From an optimization exercise on the open Yosys and OpenROAD flow, aimed at small area; shortcuts taken in it are not production practice. No run shown here included a check of the RTL's function; only the layout flow was run.

## flow/design.v (module list and top-level ports; edited modules follow where they fit)
// module mul_stage_reg: 21 lines
// module fa: 10 lines
// module ha: 9 lines
// module booth_encoder: 17 lines
// module pp_generator: 29 lines
// module reduction_tree: 1188 lines
// module half_select: 22 lines
// module final_adder: 17 lines
// module booth_mul: 96 lines
module booth_mul (
  input  logic                     Clk,
  input  logic                     Reset,
  input  logic                     start,
  input  logic [1:0]               op,
  input  logic [mul_pkg::XLEN-1:0] a,
  input  logic [mul_pkg::XLEN-1:0] b,
  input  logic [mul_pkg::RD_W-1:0] rd,
  output logic                     done,
  output logic [mul_pkg::RD_W-1:0] rd_out,
  output logic [mul_pkg::XLEN-1:0] result
);
  // ...
==> flow/run.sh <==
#!/bin/bash
# synth_recipe.tcl (not shown) runs the flow's synth.tcl, then flattens the netlist and writes it again
# the make line also repeats each setting of config.mk as NAME=value (left out here)
make -C /OpenROAD-flow-scripts/flow DESIGN_CONFIG=/design/flow/config.mk WORK_HOME=/design/flow/orfs CLKGATE_MAP_FILE= SYNTH_SCRIPT=/design/flow/synth_recipe.tcl finish
==> flow/config.mk <==
export PLATFORM = sky130hd
export DESIGN_NAME = booth_mul
export DESIGN_NICKNAME = booth_mul
export VERILOG_FILES = /design/flow/design.v
export SDC_FILE = /design/flow/constraint.sdc
export NUM_CORES = 4
export LEC_CHECK = 0
export ABC_AREA = 1
export CAP_MARGIN = 0
export CORE_MARGIN = 2
export CORE_UTILIZATION = 55
export SLEW_MARGIN = 0
==> flow/constraint.sdc <==
create_clock -name core_clock -period 4.5 [get_ports {Clk}]
set_input_delay 0.9000 -clock core_clock [delete_from_list [all_inputs] [get_ports {Clk}]]
set_output_delay 0.9000 -clock core_clock [all_outputs]
set_load 0.01 [all_outputs]
==> impl_metrics.toml, run 1 <==
[critical_path]
worst_r2r_endpoint = "u_s1.out_data[15]"
reg2regPathDepth = 16
path_class = "flip-flop to flip-flop"
cp_data_required_time_ns = 4.94

[route]
wl_met1_um = 46000
drt_iter0_markers = 2676
drc = 0

[cells_and_area]
fin_area_um2 = 38100
area_growth_pct = 19.4
regMostFlops = "u_s0.out_data"
seq_area_um2 = 6790
buffers = 450
inverters = 596

[cts]
cts.sinks = 327
clk_path_buf_depth = 3
cts_tree = "yes"
cts_root_buf = "clkbuf_16"

[sta]
setup_viol = 3
hold_slack_ns = 0.314
maxSlewHeadroom_pct = 37.5
setup_ws_ns = -0.0386
worst_slew_pin_slew_ns = 0.937

[placement]
portBuffers = 111

[die]
fp.dieH_um = 245

[synthesis]
synth_fa_ha_area_share_pct = 32.7
synth_compound_area_share_pct = 13.3
synthMuxAreaShare_pct = 1.44
synth_top_cells_by_area = "fa_1 (29%), dfxtp_1 (18%), xor2_1 (15%)"
syn-num-nets = 4113
syn_inst = 3482
synth_seq_cells = 327

[outcome]
failed_checks = "setup timing"
run_status = "finished with violations"
==> run 2, diff against run 1 <==
--- a/flow/config.mk
+++ b/flow/config.mk
@@ -8,5 +8,5 @@
 export ABC_AREA = 1
-export CAP_MARGIN = 0
+export CAP_MARGIN = 20
 export CORE_MARGIN = 2
 export CORE_UTILIZATION = 55
-export SLEW_MARGIN = 0
+export SLEW_MARGIN = 20
==> impl_metrics.toml, run 2 <==
[cells_and_area]
area_growth_pct = 19.4
fill_cells = 4703
drive_gt1_share_pct = 17.3
final_common_cell = "xor2_1"
largest_register_ffs = 88
reg_top3 = "u_s0.out_data (88), u_s1.out_data (85), g_delay.u_sd.out_data (74)"
stdcell_count = 4501
final_nets = 4338
fin_util_pct = 66.2
layout_common_cells = "xor2_1 (546), inv_1 (540), o22ai_1 (465)"
regMostFlops = "u_s0.out_data"

[die]
placeableCoreArea_um2 = 57600
die-area_um2 = 60000
start_util_pct = 55.4
num_rows = 88
io_pins = 112
die_width_um = 245
fp.dieH_um = 245

[cts]
worstSkewPairLatency_ns = 0.62
postCtsHoldBufs = 0
clk_path_buf_depth = 3
cts_root_buf = "clkbuf_16"
cts.clk_slew.worst_paths_ns = 0.06
cts_tree = "yes"
cts.sinks = 327
ctsHtreeMaxLevel = 2
cts-buffers-inserted = 37

[global_routing]
grt_pass1_wl_um = 189000
grt_max_degree = 57
grt_overflow = 0
antenna_found_initial = 5
grt_pass1_vias = 28600
gr-usage-all-layers_pct = 43.8

[worst_hold_path]
hold_path.class = "flip-flop to flip-flop"
whs_path_depth = 0

[critical_path]
path_class = "flip-flop to flip-flop"
arrival_ns = 4.98
startpoint_type = "flip-flop"
reg2regPathDepth = 16
cpPeakStageDelay_ns = 0.65
cp_data_required_time_ns = 4.94
crit_path_max_fanout = 3
cp-end-kind = "flip-flop"
crit_path_top_delay_cell = "fa_1"
path_cells = "inv_1, o22ai_1, xor2_1, fa_1, inv_1, fa_1, inv_1, fa_1, fa_1, inv_1, fa_1, inv_1, fa_2, o211a_1, a21oi_2, o311ai_1"

[sta]
finalHoldViolations = 0
fmax_mhz = 220
fin_skew_ns = 0.0695
maxSlewHeadroom_pct = 37.5
fin_crit_sh_pct = 101
setup_ws_ns = -0.0386
rsz0062_at_grt = "true"
drv_slew = 0
setup_viol = 3
fin_crit_ns = 4.54
worst_slew_pin_slew_ns = 0.937

[synthesis]
synth.most_common_cell = "inv_1"
avgSynthCellArea_um2 = 9.17
synth-edff-count = 0
syn-num-nets = 4113
synth_seq_cells = 327
synth_async_sr_flop_share_pct = 13.1
synth_top_cells_by_area = "fa_1 (29%), dfxtp_1 (18%), xor2_1 (15%)"
syn_inst = 3482
synthFlopType = "dfxtp_1"
seq_area_frac_synth_pct = 21.2
synth_area_um2 = 31900
synth_top_area_share_pct = 28.8
yosysWarnings = 6
synth_area_leader_cell = "fa_1"
synth_common_cells = "inv_1 (575), xor2_1 (557), o22ai_1 (513)"
ys_types = 44

[route]
met2_wirelength_um = 58000
vias_per_cell = 6.14
wl_um = 131000
dr.pass1.iters = 8
wl_per_cell_um = 29.1
num_vias = 27600
drt_iter0_markers = 2676
routed.top_layer = "met5"
route.met3.wl_um = 15200
wl_met1_um = 46000
postRouteAntennaNets = 0
drc = 0

[placement]
dp_cells = 4409
hpwl_um = 103000
portBuffers = 111
place_congestion = 1.07

[outcome]
run_status = "finished with violations"
failed_checks = "setup timing"

[flow_run]
maxCapViolations = 0
run 2: layout make-up:
| class | count | area [µm²] | area share [%] |
|---|---|---|---|
| diodes | 1 | 2.50 | 0.00657 |
| clock buffers | 46 | 1030 | 2.71 |
| clock inverters | 21 | 325 | 0.854 |
| inverters | 594 | 2270 | 5.96 |
| multi-input cells | 2295 | 22400 | 58.8 |
| flip-flops and latches | 327 | 6790 | 17.8 |
| well taps | 765 | 957 | 2.51 |
| repair buffers | 450 | 4300 | 11.3 |
| repair inverters | 2 | 12.5 | 0.0328 |
run 2: per-stage QoR:
stage               worst slack (ns)  hold slack [ns]  TNS, ns  cell area (µm²)
finish                       -0.0386            0.314  -0.0811            38100
detailed placement            -0.204            0.312    -1.10            35700
global route                  -0.106            0.328   -0.646            38100
global placement              -0.177            0.310   -0.739            35700
floorplan                     0.0594            0.310        0            31900
CTS                          -0.0142            0.319  -0.0262            37300
run 2: worst max-delay path, delay by kind of cell, from the launching register on:
kind	cells	cell delay, ns
adder cells (fa/ha/maj)	6	2.91
AO/OA/AOI/OAI	4	0.67
XOR/XNOR	1	0.12
buffers and inverters	5	0.35
flip-flops	1	0.33
run 2: final timing paths:
kind,startpoint,endpoint,slack [ns]
worst max-delay path,u_s0.out_data[76],u_s1.out_data[15],-0.04
worst min-delay path,u_s2.out_data[15],g_delay[1].u_sd.out_data[15],0.31
worst max register to register,u_s0.out_data[76],u_s1.out_data[15],-0.04
worst min register to register,u_s2.out_data[15],g_delay[1].u_sd.out_data[15],0.31
max in group asynchronous,Reset,result[1],3.04
min in group asynchronous,Reset,result[19],0.85
run 2: metal layers:
metal	vias up	global-route usage [%]
met3	550	12.4
met1	13500	52.4
li1	11600	-
met2	1938	68.5
met5	-	0
met4	4	29.8
run 2: logic make-up (layout without fill, tap and decap cells):
logic type	count (synthesis)	in the layout	share of synthesized area (%)
DFF	327	327	21.2
xor gates and xnor gates	565	565	15.5
other	0	1	0
buffers and inverters	860	1113	10.4
adders and majority gates	558	558	32.7
muxes	41	41	1.44
and+or+nand+nor	432	432	5.54
AOI/OAI and AO/OA	699	699	13.3
run 2: what timing repair did:
item	CTS	global route
endpoints found under the setup margin	25	37
hold endpoints to repair	0	0
resized for setup	47	198
gates cloned	0	2
buffers inserted	10	12
pin swaps	16	63

re-timing with driven ports:
No port has a modelled driver above. Below, the same layouts with a new extraction and two added sets of constraints.
Step 1 sets driving cells, clkbuf_16 on the clock port and buf_2 on the other inputs (assumed; they add their load-dependent delay and slew).
Step 2, shift: input delay + t, output delay - t, t = (earliest + latest rising clock arrival at the registers) / 2. This alone moves slack from input paths to output paths.
Slacks: ideal / step 1 / step 2; pairs: ideal / step 1.
| run | t (ns) | slack for setup (ns) | hold slack, ns |
|---|---|---|---|
| run 1 | 0.649 | -0.039 / -0.039 / -0.039 | 0.314 / 0.314 / 0.314 |
| run 2 | 0.649 | -0.039 / -0.039 / -0.039 | 0.314 / 0.314 / 0.314 |
